What follows belongs to an exercise in optimizing a design on an open flow for small area; a production flow would make more cautious choices. In this exercise RTL edits were held to simulation tests only and were not proved equivalent to the original. Power is estimated from default activity; no workload was simulated.

// abacus_wb_counters
module abacus_wb_counters #(
  parameter int          COUNTER_W       = 64,
  parameter bit          ENABLE_AT_RESET = 1'b1,
  parameter logic [31:0] BLOCK_ID        = 32'hABAC0001
) (
  input  logic        clk,
  input  logic        rst,
  input  logic [29:0] wb_adr,
  input  logic [31:0] wb_dat_w,
  input  logic [3:0]  wb_sel,
  input  logic        wb_cyc,
  input  logic        wb_stb,
  input  logic        wb_we,
  output logic [31:0] wb_dat_r,
  output logic        wb_ack,
  output logic        wb_err,
  input  logic        abacus_instruction_issued,
  input  logic        abacus_icache_request,
  input  logic        abacus_icache_miss,
  input  logic        abacus_icache_line_fill_in_progress,
  input  logic        abacus_dcache_request,
  input  logic        abacus_dcache_hit,
  input  logic        abacus_dcache_line_fill_in_progress
);
clock: 4.5 ns
lec_check: 0
abc_area: 1
cap_margin: 20
core_margin: 2
core_utilization: 60
place_density: 0.75
slew_margin: 20
standard.sh (not shown) runs the stock make flow with config.mk's settings and CLKGATE_MAP_FILE= SYNTH_SCRIPT=/design/flow/synth_recipe.tcl, a recipe that flattens the netlist after the stock synthesis.
==> flow/flow/run.sh <==
#!/bin/bash
# Own layout flow: the standard flow, with a synthesis script that maps
# the counter bit pairs by hand (cells.v) and the rest with an area-only abc
# script, smaller port buffers. Each tool's output goes to its own log here.
set -uo pipefail
F=$PWD/flow
export MY_ABC_SCRIPT=$F/abc.script
export MY_CELLS_V=$F/cells.v
bash standard.sh SYNTH_SCRIPT=$F/my_synth.tcl "SYNTH_BLACKBOXES=abacus_cpair abacus_la abacus_ctl abacus_sel abacus_rd_t abacus_rd_t0 abacus_rd_n abacus_rd_n0" \
  "BUFFER_PORTS_ARGS=-buffer_cell sky130_fd_sc_hd__buf_1" \
  "CTS_ARGS=-sink_clustering_enable -repair_clock_nets -dont_use_dummy_load -buf_list sky130_fd_sc_hd__clkbuf_8 -sink_clustering_size 16 -sink_clustering_max_diameter 60" \
  finish > flow_make.log 2>&1
st=$?
exit $st
Other scripts of this flow, unchanged in this note and not shown: flow/flow/abc.script, flow/flow/cells.v, flow/flow/my_synth.tcl
Next try:
--- a/flow/flow/run.sh
+++ b/flow/flow/run.sh
@@ -10,4 +10,5 @@
   "BUFFER_PORTS_ARGS=-buffer_cell sky130_fd_sc_hd__buf_1" \
   "CTS_ARGS=-sink_clustering_enable -repair_clock_nets -dont_use_dummy_load -buf_list sky130_fd_sc_hd__clkbuf_8 -sink_clustering_size 16 -sink_clustering_max_diameter 60" \
+  GPL_KEEP_OVERFLOW=0 \
   finish > flow_make.log 2>&1
 st=$?
- SETUP_SLACK_MARGIN: not set -> 0.1
- SLEW_MARGIN: 20 -> 65
After rerunning:
- The new run produced a clean layout
- routed wire length went up slightly
- setup slack gets worse by 4.3 ps
- global-route usage barely changes
Next try:
--- a/flow/flow/run.sh
+++ b/flow/flow/run.sh
@@ -10,5 +10,4 @@
   "BUFFER_PORTS_ARGS=-buffer_cell sky130_fd_sc_hd__buf_1" \
   "CTS_ARGS=-sink_clustering_enable -repair_clock_nets -dont_use_dummy_load -buf_list sky130_fd_sc_hd__clkbuf_8 -sink_clustering_size 16 -sink_clustering_max_diameter 60" \
-  GPL_KEEP_OVERFLOW=0 \
   finish > flow_make.log 2>&1
 st=$?
- GPL_TIMING_DRIVEN: not set -> 0
- SLEW_MARGIN: 65 -> 20
Result: With this change the flow produced a layout that fails on setup timing; hold slack gains 170 ps; count of clock-buffer cells in the layout shrinks by 1; routed wire length shrinks by 3.5%; fmax shrinks by about 9%; via count shrinks by about 4%; synthesized area does not change; sequential share of layout area grows by 2.9 points; non-clock buffer count shrinks by 83; register-to-register slack loses 220 ps; total power shrinks by 1.6%.


== the reference run ==
abacus_wb_counters, a different RTL version from the one above (not shown whole).
Size: about 2800 cells after synthesis, ~110 I/O pins, roughly 26000 sq um of cells after synthesis.
clock: 4.5 ns
lec_check: 0
abc_area: 1
cap_margin: 20
core_margin: 2
core_utilization: 70
gpl_timing_driven: 0
place_density: 0.85
setup_slack_margin: 0.1
slew_margin: 20
==> flow/flow/run.sh <==
#!/bin/bash
# Own layout flow: the standard flow, with a synthesis script that maps
# the counter bit pairs by hand (cells.v) and the rest with an area-only abc
# script, smaller port buffers. Each tool's output goes to its own log here.
set -uo pipefail
F=$PWD/flow
export MY_ABC_SCRIPT=$F/abc.script
export MY_CELLS_V=$F/cells.v
bash standard.sh SYNTH_SCRIPT=$F/my_synth.tcl "SYNTH_BLACKBOXES=abacus_cpair abacus_la abacus_ctl abacus_nidx abacus_sel abacus_wd abacus_rd_t abacus_rd_t0 abacus_rd_n abacus_rd_n0" \
  "BUFFER_PORTS_ARGS=-buffer_cell sky130_fd_sc_hd__buf_1" \
  "CTS_ARGS=-sink_clustering_enable -repair_clock_nets -dont_use_dummy_load -buf_list sky130_fd_sc_hd__clkbuf_8 -sink_clustering_size 16 -sink_clustering_max_diameter 60" \
  finish > flow_make.log 2>&1
st=$?
exit $st
Other scripts of this flow, unchanged in this note and not shown: flow/flow/abc.script, flow/flow/cells.v, flow/flow/my_synth.tcl
Modified inputs, the trial run compared to the reference run
diff --git a/flow/flow/run.sh b/flow/flow/run.sh
--- a/flow/flow/run.sh
+++ b/flow/flow/run.sh
@@ -11 +11 @@
-  "CTS_ARGS=-sink_clustering_enable -repair_clock_nets -dont_use_dummy_load -buf_list sky130_fd_sc_hd__clkbuf_8 -sink_clustering_size 16 -sink_clustering_max_diameter 60" \
+  "CTS_ARGS=-sink_clustering_enable -repair_clock_nets -dont_use_dummy_load -buf_list sky130_fd_sc_hd__clkbuf_4 -sink_clustering_size 10 -sink_clustering_max_diameter 45" \
--- outcome ---
- The trial run vs. the reference run: insertion delay of the later-clocked pin in the worst-skew pair up 0.24 ns, arrival time of data at the critical path endpoint climbed 0.15 ns, count of routing violations after the opening detailed-route iteration shrank by 120, total power density per cell area lower.
- Looking at worst setup path startpoint, the g_cnt[0].u_cnt.st_q[1]$_DFF_PP1_ result is from the trial run; the wb_adr[0] one comes from the reference run.
- Delta (the trial run minus the reference run): fmax went up by 2.6%; fraction of area in clock buffers and inverters went down by 0.43 points; fraction of met2 tracks used by global routing went down by 0.38 points; wire length of the first global-routing pass was more or less identical; number of CTS-inserted buffers went up by 45%.


abacus_wb_counters, a different RTL version from the one above (not shown whole).
Size in the first run: ~2800 cells after synthesis, roughly 110 I/O pins.
Settings: LEC_CHECK=0, ABC_AREA=1, CAP_MARGIN=20, CORE_MARGIN=2, CORE_UTILIZATION=80, GPL_TIMING_DRIVEN=0, PLACE_DENSITY=0.9, SETUP_SLACK_MARGIN=0.15, SLEW_MARGIN=20; clock period 4.5 ns.
==> flow/flow/run.sh <==
#!/bin/bash
# Own layout flow: the standard flow, with a synthesis script that maps
# the counter bit pairs by hand (cells.v) and the rest with an area-only abc
# script, smaller port buffers. Each tool's output goes to its own log here.
set -uo pipefail
F=$PWD/flow
export MY_ABC_SCRIPT=$F/abc.script
export MY_CELLS_V=$F/cells.v
bash standard.sh SYNTH_SCRIPT=$F/my_synth.tcl "SYNTH_BLACKBOXES=abacus_cpair abacus_la abacus_ctl abacus_sel abacus_wd abacus_rd_t abacus_rd_t0 abacus_rd_n abacus_rd_n0" \
  "BUFFER_PORTS_ARGS=-buffer_cell sky130_fd_sc_hd__buf_1" \
  "CTS_ARGS=-sink_clustering_enable -repair_clock_nets -dont_use_dummy_load -buf_list sky130_fd_sc_hd__clkbuf_8 -sink_clustering_size 16 -sink_clustering_max_diameter 60" \
  finish > flow_make.log 2>&1
st=$?
exit $st
Other scripts of this flow, unchanged in this note and not shown: flow/flow/abc.script, flow/flow/cells.v, flow/flow/my_synth.tcl
The starting point finished clean.
Then changed:
CORE_UTILIZATION = 70   (was 80)
GPL_TIMING_DRIVEN = unset   (was 0)
PLACE_DENSITY = 0.85   (was 0.9)
SETUP_SLACK_MARGIN = unset   (was 0.15)
Outcome: Final area stays flat. Maximum frequency grows by 2.7%. Cell count grows by 1.4%. Global-route usage shrinks by 8.4 points. Core utilization shrinks by 10 points. Total power grows by 0.40%. Routed wire length shrinks by 2.4%.
Then changed:
GPL_TIMING_DRIVEN = 0   (was unset)
SETUP_SLACK_MARGIN = 0.15   (was unset)
After rerunning:
- worst setup slack got worse by 0.16 ns
- power decreases slightly
- core utilization decreases by 0.24 points
- via count decreases slightly
- first-iteration DRC count decreases by a few percent
- worst hold slack improved by 0.061 ns
- global-route usage decreases by 0.65 points
- final cell count decreases slightly
Then changed:
CORE_UTILIZATION = 60   (was 70)
GPL_TIMING_DRIVEN = unset   (was 0)
PLACE_DENSITY = 0.75   (was 0.85)
SETUP_SLACK_MARGIN = unset   (was 0.15)
=>
- power goes up by 0.56%
- clock skew goes up by 0.010 ns
- cell area goes up by about 1%
- wire length goes up by 4.1%
- combinational power barely changes
- worst hold slack got worse by 0.092 ns
- clock-buffer cell count goes up by 2
- area after synthesis stays the same
- die area goes up by about 16%
- flip-flop and latch count does not change


abacus_wb_counters, a different RTL version from the one above (not shown whole).
export LEC_CHECK = 0
export ABC_AREA = 1
export CAP_MARGIN = 20
export CORE_MARGIN = 2
export CORE_UTILIZATION = 60
export PLACE_DENSITY = 0.75
export SLEW_MARGIN = 20
create_clock -name core_clock -period 4.5 [get_ports {clk}]
==> flow/flow/run.sh <==
#!/bin/bash
# Own layout flow: the standard flow, with a synthesis script that maps
# the counter bit pairs by hand (cells.v) and the rest with an area-only abc
# script, smaller port buffers. Each tool's output goes to its own log here.
set -uo pipefail
F=$PWD/flow
export MY_ABC_SCRIPT=$F/abc.script
export MY_CELLS_V=$F/cells.v
bash standard.sh SYNTH_SCRIPT=$F/my_synth.tcl "SYNTH_BLACKBOXES=abacus_cpair abacus_cla abacus_bump" \
  "BUFFER_PORTS_ARGS=-buffer_cell sky130_fd_sc_hd__buf_1" \
  "CTS_ARGS=-sink_clustering_enable -repair_clock_nets -dont_use_dummy_load -buf_list sky130_fd_sc_hd__clkbuf_8 -sink_clustering_size 16 -sink_clustering_max_diameter 60" \
  finish > flow_make.log 2>&1
st=$?
exit $st
Other scripts of this flow, unchanged in this note and not shown: flow/flow/abc.script, flow/flow/cells.v, flow/flow/my_synth.tcl
==> next run, changes <==
- GPL_TIMING_DRIVEN: not set -> 0
Effect: Now the flow completed and failed the layout checks on setup timing; sequential cell count is unchanged; sequential power barely changes; design area barely changes; synthesized area is unchanged; maximum frequency drops by 2.2%.

-- separate check: timing with driven ports --
The flow's constraints put no driver on any port. The routed layouts listed below were extracted and timed again, unchanged, in two steps. Step 1 assumes that a clkbuf_16 drives the clock port and a buf_2 every other input. Step 2 adds t to the input delays and takes it off the output delays; t is the mean of the earliest and latest rising clock arrival at the registers after step 1. Input paths then give back, and output paths get back, about the clock's delay inside the block. a / b / c = ideal / step 1 / step 2; a / b = the first two.
run | shift t [ns] | setup slack, ns | cell pins on the clock port's net
the first run of note 1 | 0.706 | 0.385 / 0.385 / -0.026 | 1
the second run of note 1 | 0.698 | 0.381 / 0.358 / -0.340 | 1
the third run of note 1 | 0.698 | -0.023 / -0.035 / -0.732 | 1
the reference run | 0.708 | 0.182 / 0.211 / -0.497 | 1
the trial run | 0.931 | 0.290 / 0.290 / -0.595 | 1
the first run of note 3 | 0.697 | 0.234 / 0.234 / -0.401 | 1
the second run of note 3 | 0.701 | 0.344 / 0.344 / 0.100 | 1
the third run of note 3 | 0.704 | 0.185 / 0.185 / -0.419 | 1
the fourth run of note 3 | 0.706 | 0.324 / 0.324 / -0.089 | 1
the first run of note 4 | 0.718 | 0.092 / 0.092 / 0.017 | 1
the second run of note 4 | 0.720 | -0.008 / 0.032 / -0.688 | 1
With both steps, setup timing fails in 7 of these runs, where it was met with ideal ports. The setup slack of the trial run, which loses most, moves by 0.000 ns with the drivers and by -0.885 ns with both steps.
